This is an optimization exercise on Yosys and OpenROAD, whose aim is small area, a short achievable clock period and few clock cycles, not a production implementation.
Function was checked by simulation only, so behaviour that the tests miss may differ from the original.

== rev 12 ==
Design pipe_exe_md, start of the top module:
module pipe_exe_md #(
  parameter logic [31:0] DIV0_LO = 32'hFFFFFFFF
) (
  input  logic        clock,
  input  logic        resetn,
  input  logic        ebubble,
  input  logic [3:0]  ealuc,
  input  logic        ealuimm,
  input  logic        eshift,
  input  logic        ejal,
  input  logic [3:0]  emd,
  input  logic [31:0] ea,
  input  logic [31:0] eb,
  input  logic [31:0] eimm,
  input  logic [31:0] esa,
  input  logic [31:0] epc4,
  input  logic [4:0]  ern0,
  output logic [31:0] ealu,
  output logic [4:0]  ern,
  output logic        md_stall
);
  localparam logic [3:0] MD_MULT  = 4'd1;
  localparam logic [3:0] MD_MULTU = 4'd2;
  localparam logic [3:0] MD_DIV   = 4'd3;
  localparam logic [3:0] MD_DIVU  = 4'd4;
  localparam logic [3:0] MD_MFHI  = 4'd5;
  localparam logic [3:0] MD_MFLO  = 4'd6;
  localparam logic [3:0] MD_MTHI  = 4'd7;
  localparam logic [3:0] MD_MTLO  = 4'd8;
  logic [31:0] hi_q, lo_q;
  logic        hx_q;          
  logic        bprev_q;       
  logic [32:0] d_q;           
  logic        busy_q;
  logic        mul_q;         
  logic        sgn_q;         
  logic        fix_q;         
  logic        fixing_q;      
  logic        negq_q, negr_q;
  logic [3:0]  cnt_q;         
  logic [31:0] aluA, aluB, aluRes;
  assign aluA = eshift  ? esa  : ea;
  ...
export LEC_CHECK = 0
export ABC_AREA = 1
export CAP_MARGIN = 10
export CORE_MARGIN = 2
export CORE_UTILIZATION = 40
export SETUP_SLACK_MARGIN = 1.5
export SLEW_MARGIN = 10
create_clock -name core_clock -period 9.0 [get_ports {clock}]
standard.sh (not shown) runs the stock make flow with config.mk's settings and CLKGATE_MAP_FILE= SYNTH_SCRIPT=/design/flow/synth_recipe.tcl, a recipe that flattens the netlist after the stock synthesis.
==> flow/flow/run.sh <==
#!/bin/bash
# The standard layout, with two changes to how the layout is made:
#  - the port buffers are buf_2 cells instead of the slow delay buffer that
#    buffer_ports picks by default (every port still gets its own buffer);
#  - the resizer may change a cell's footprint when it sizes gates.
# Synthesis is the standard one, unchanged.
set -euo pipefail
export BUFFER_PORTS_ARGS="-buffer_cell sky130_fd_sc_hd__buf_2"
sed 's/CLKGATE_MAP_FILE= /CLKGATE_MAP_FILE= MATCH_CELL_FOOTPRINT=0 /' standard.sh > standard_fp.sh
grep -q 'MATCH_CELL_FOOTPRINT=0' standard_fp.sh
bash standard_fp.sh > standard_flow.log 2>&1
Testbench counts of rev 12, summed over its fixed seeds: cycles 31,550.
Modified inputs, rev 13 compared to rev 12
diff --git a/flow/design.v b/flow/design.v
--- a/flow/design.v
+++ b/flow/design.v
@@ -27,25 +27,25 @@
   localparam logic [3:0] MD_MFLO  = 4'd6;
   localparam logic [3:0] MD_MTHI  = 4'd7;
   localparam logic [3:0] MD_MTLO  = 4'd8;
   logic [31:0] hi_q, lo_q;
   logic        hx_q;          
   logic        bprev_q;       
   logic [32:0] d_q;           
   logic        busy_q;
   logic        mul_q;         
   logic        sgn_q;         
   logic        fix_q;         
   logic        fixing_q;      
-  logic        negq_q, negr_q;
+  logic        negq_q, negr_q;   
   logic [3:0]  cnt_q;         
   logic [31:0] aluA, aluB, aluRes;
   assign aluA = eshift  ? esa  : ea;
   assign aluB = ealuimm ? eimm : eb;
   logic        aluSub;
   logic [31:0] aluBx, aluSum, aluP, aluG;
   assign aluSub  = (ealuc[2:0] == 3'b100);
   assign aluBx   = aluB ^ {32{aluSub}};
   pem_ks32 u_alu_add (.a(aluA), .b(aluBx), .cin(aluSub), .s(aluSum), .p(aluP), .g(aluG));
   logic        shLeft, shFill;
   logic [31:0] shIn, shOut, shRes;
   logic [32:0] shWide;
@@ -75,25 +75,25 @@
   always_comb begin
     ealu = aluRes;
     ern  = ern0;
     if (ejal) begin
       ealu = pc8;
       ern  = 5'd31;
     end else if (emd == MD_MFHI) begin
       ealu = hi_q;
     end else if (emd == MD_MFLO) begin
       ealu = lo_q;
     end
   end
-  logic isMul, isDiv, isHL, start;
+  logic isMul, isDiv, isHL;
   assign isMul = !ebubble && (emd == MD_MULT || emd == MD_MULTU);
   assign isDiv = !ebubble && (emd == MD_DIV  || emd == MD_DIVU);
   assign isHL  = !ebubble && (emd == MD_MFHI || emd == MD_MFLO ||
                               emd == MD_MTHI || emd == MD_MTLO);
   assign md_stall = resetn && busy_q && isHL;
   logic        dSigned, aNeg, bNeg;
   logic [31:0] absA, absB;
   logic [5:0]  zA, zB;
   logic [5:0]  sh;            
   logic        bZero, qZero;
   logic [32:0] dAlign;
   function automatic logic [5:0] clz32(input logic [31:0] x);
@@ -212,31 +212,31 @@
       fixing_q <= 1'b0;
       negq_q   <= 1'b0;
       negr_q   <= 1'b0;
       cnt_q    <= 4'd0;
     end else if (isMul) begin
       busy_q   <= 1'b1;
       mul_q    <= 1'b1;
       sgn_q    <= (emd == MD_MULT);
       fix_q    <= (emd == MD_MULTU) && eb[31];
       fixing_q <= 1'b0;
       cnt_q    <= 4'd3;
     end else if (isDiv) begin
-      busy_q   <= !divImm;
+      busy_q   <= !divImm || aNeg;
       mul_q    <= 1'b0;
       fix_q    <= aNeg || bNeg;
-      fixing_q <= 1'b0;
-      negq_q   <= aNeg ^ bNeg;
+      fixing_q <= divImm;
+      negq_q   <= !divImm && (aNeg ^ bNeg);
       negr_q   <= aNeg;
-      cnt_q    <= 4'(sh[5:1]);
+      cnt_q    <= divImm ? 4'd0 : 4'(sh[5:1]);
     end else if (busy_q) begin
       if (!lastCyc) begin
         cnt_q <= cnt_q - 4'd1;
       end else if (fix_q && !fixing_q) begin
         fixing_q <= 1'b1;
       end else begin
         fixing_q <= 1'b0;
         busy_q   <= 1'b0;
       end
     end
   end
   always_ff @(posedge clock) begin
@@ -251,47 +251,43 @@
   always_ff @(posedge clock or negedge resetn) begin
     if (!resetn) begin
       hx_q    <= 1'b0;
       bprev_q <= 1'b0;
     end else if (isMul) begin
       hx_q    <= 1'b0;
       bprev_q <= 1'b0;
     end else if (mulRun) begin
       hx_q    <= mSum[40];
       bprev_q <= lo_q[7];
     end
   end
-  logic selHiEa, selHiAbs, selHiHold, selLoDz, selLoHold, selLoEa;
+  logic selHiAbs, selHiKeep, selLoDz, selLoKeep, selLoEa;
   logic [31:0] hiD, loD;
-  assign selHiEa   = (isDiv & divImm) | writeHi;
-  assign selHiAbs  = isDiv & !divImm;
-  assign selHiHold = !isMul & !isDiv & !busy_q & !writeHi;
+  assign selHiAbs  = isDiv | writeHi;
+  assign selHiKeep = divFix | (!isMul & !isDiv & !busy_q & !writeHi);
   assign selLoDz   = isDiv & bZero;
   assign selLoEa   = writeLo;
-  assign selLoHold = !isMul & !isDiv & (mulFix | (!busy_q & !writeLo));
+  assign selLoKeep = divFix | (!isMul & !isDiv & (mulFix | (!busy_q & !writeLo)));
   always_comb begin
-    hiD = ({32{selHiEa}}   & ea)
-        | ({32{selHiAbs}}  & absA)
+    hiD = ({32{selHiAbs}}  & absA)
         | ({32{mulRun}}    & mSum[39:8])
         | ({32{mulFix}}    & mSum[31:0])
         | ({32{divRun}}    & r2)
-        | ({32{divFix}}    & cneg32(hi_q, negr_q))
-        | ({32{selHiHold}} & hi_q);
+        | ({32{selHiKeep}} & cneg32(hi_q, divFix & negr_q));
     loD = ({32{isMul}}     & eb)
         | ({32{selLoDz}}   & DIV0_LO)
         | ({32{mulRun}}    & {mSum[7:0], lo_q[31:8]})
         | ({32{divRun}}    & {lo_q[29:0], q1, q2})
-        | ({32{divFix}}    & cneg32(lo_q, negq_q))
         | ({32{selLoEa}}   & ea)
-        | ({32{selLoHold}} & lo_q);
+        | ({32{selLoKeep}} & cneg32(lo_q, divFix & negq_q));
   end
   always_ff @(posedge clock or negedge resetn) begin
     if (!resetn) begin
       hi_q <= 32'd0;
       lo_q <= 32'd0;
     end else begin
       hi_q <= hiD;
       lo_q <= loD;
     end
   end
 endmodule
 module pem_add #(
Notes after the runs:
Rev 13: number of non-clock buffers higher than rev 12. In rev 13, the unique cell type count in the Yosys netlist came out 8.2% below the value in rev 12. Relative to rev 12, rev 13 improves die footprint. Rev 13 contains fewer vias than rev 12. Between rev 13 and rev 12, the difference in largest stage delay on the critical path is negligible. When rev 13 is set beside rev 12, its number of standard cells after synthesis turns out to be 1.1% smaller. When the final numbers for rev 13 and rev 12 were put side by side, the utilization of the core after routing turned out to be smaller in rev 12.
Testbench counts of rev 13, summed over its fixed seeds: cycles 31,588.

port drivers added, routing unchanged:
No port has a modelled driver above. Below, the same layouts with a new extraction and two added sets of constraints. Step 1, drivers: a clkbuf_16 drives clock and a buf_2 each remaining input, both assumed. Step 2 times the ports against the registers' clock, not the clock port: input delays grow and output delays shrink by t, the midpoint of the rising clock arrivals with the driver on. a / b / c = ideal / step 1 / step 2; a / b = the first two.
| run | t, ns | setup slack, ns | slew at the worst register clock pin (ns) | cell pins on the clock port's net |
|---|---|---|---|---|
| rev 12 | 0.436 | 1.603 / 1.542 / 1.278 | 0.10 / 0.10 | 1 |
| rev 13 | 0.436 | 1.511 / 1.440 / 1.221 | 0.09 / 0.09 | 1 |
After both steps setup and hold are still met in every run listed. For rev 12, which loses most, drivers alone change the setup slack by -0.061 ns; drivers and shift together by -0.325 ns.
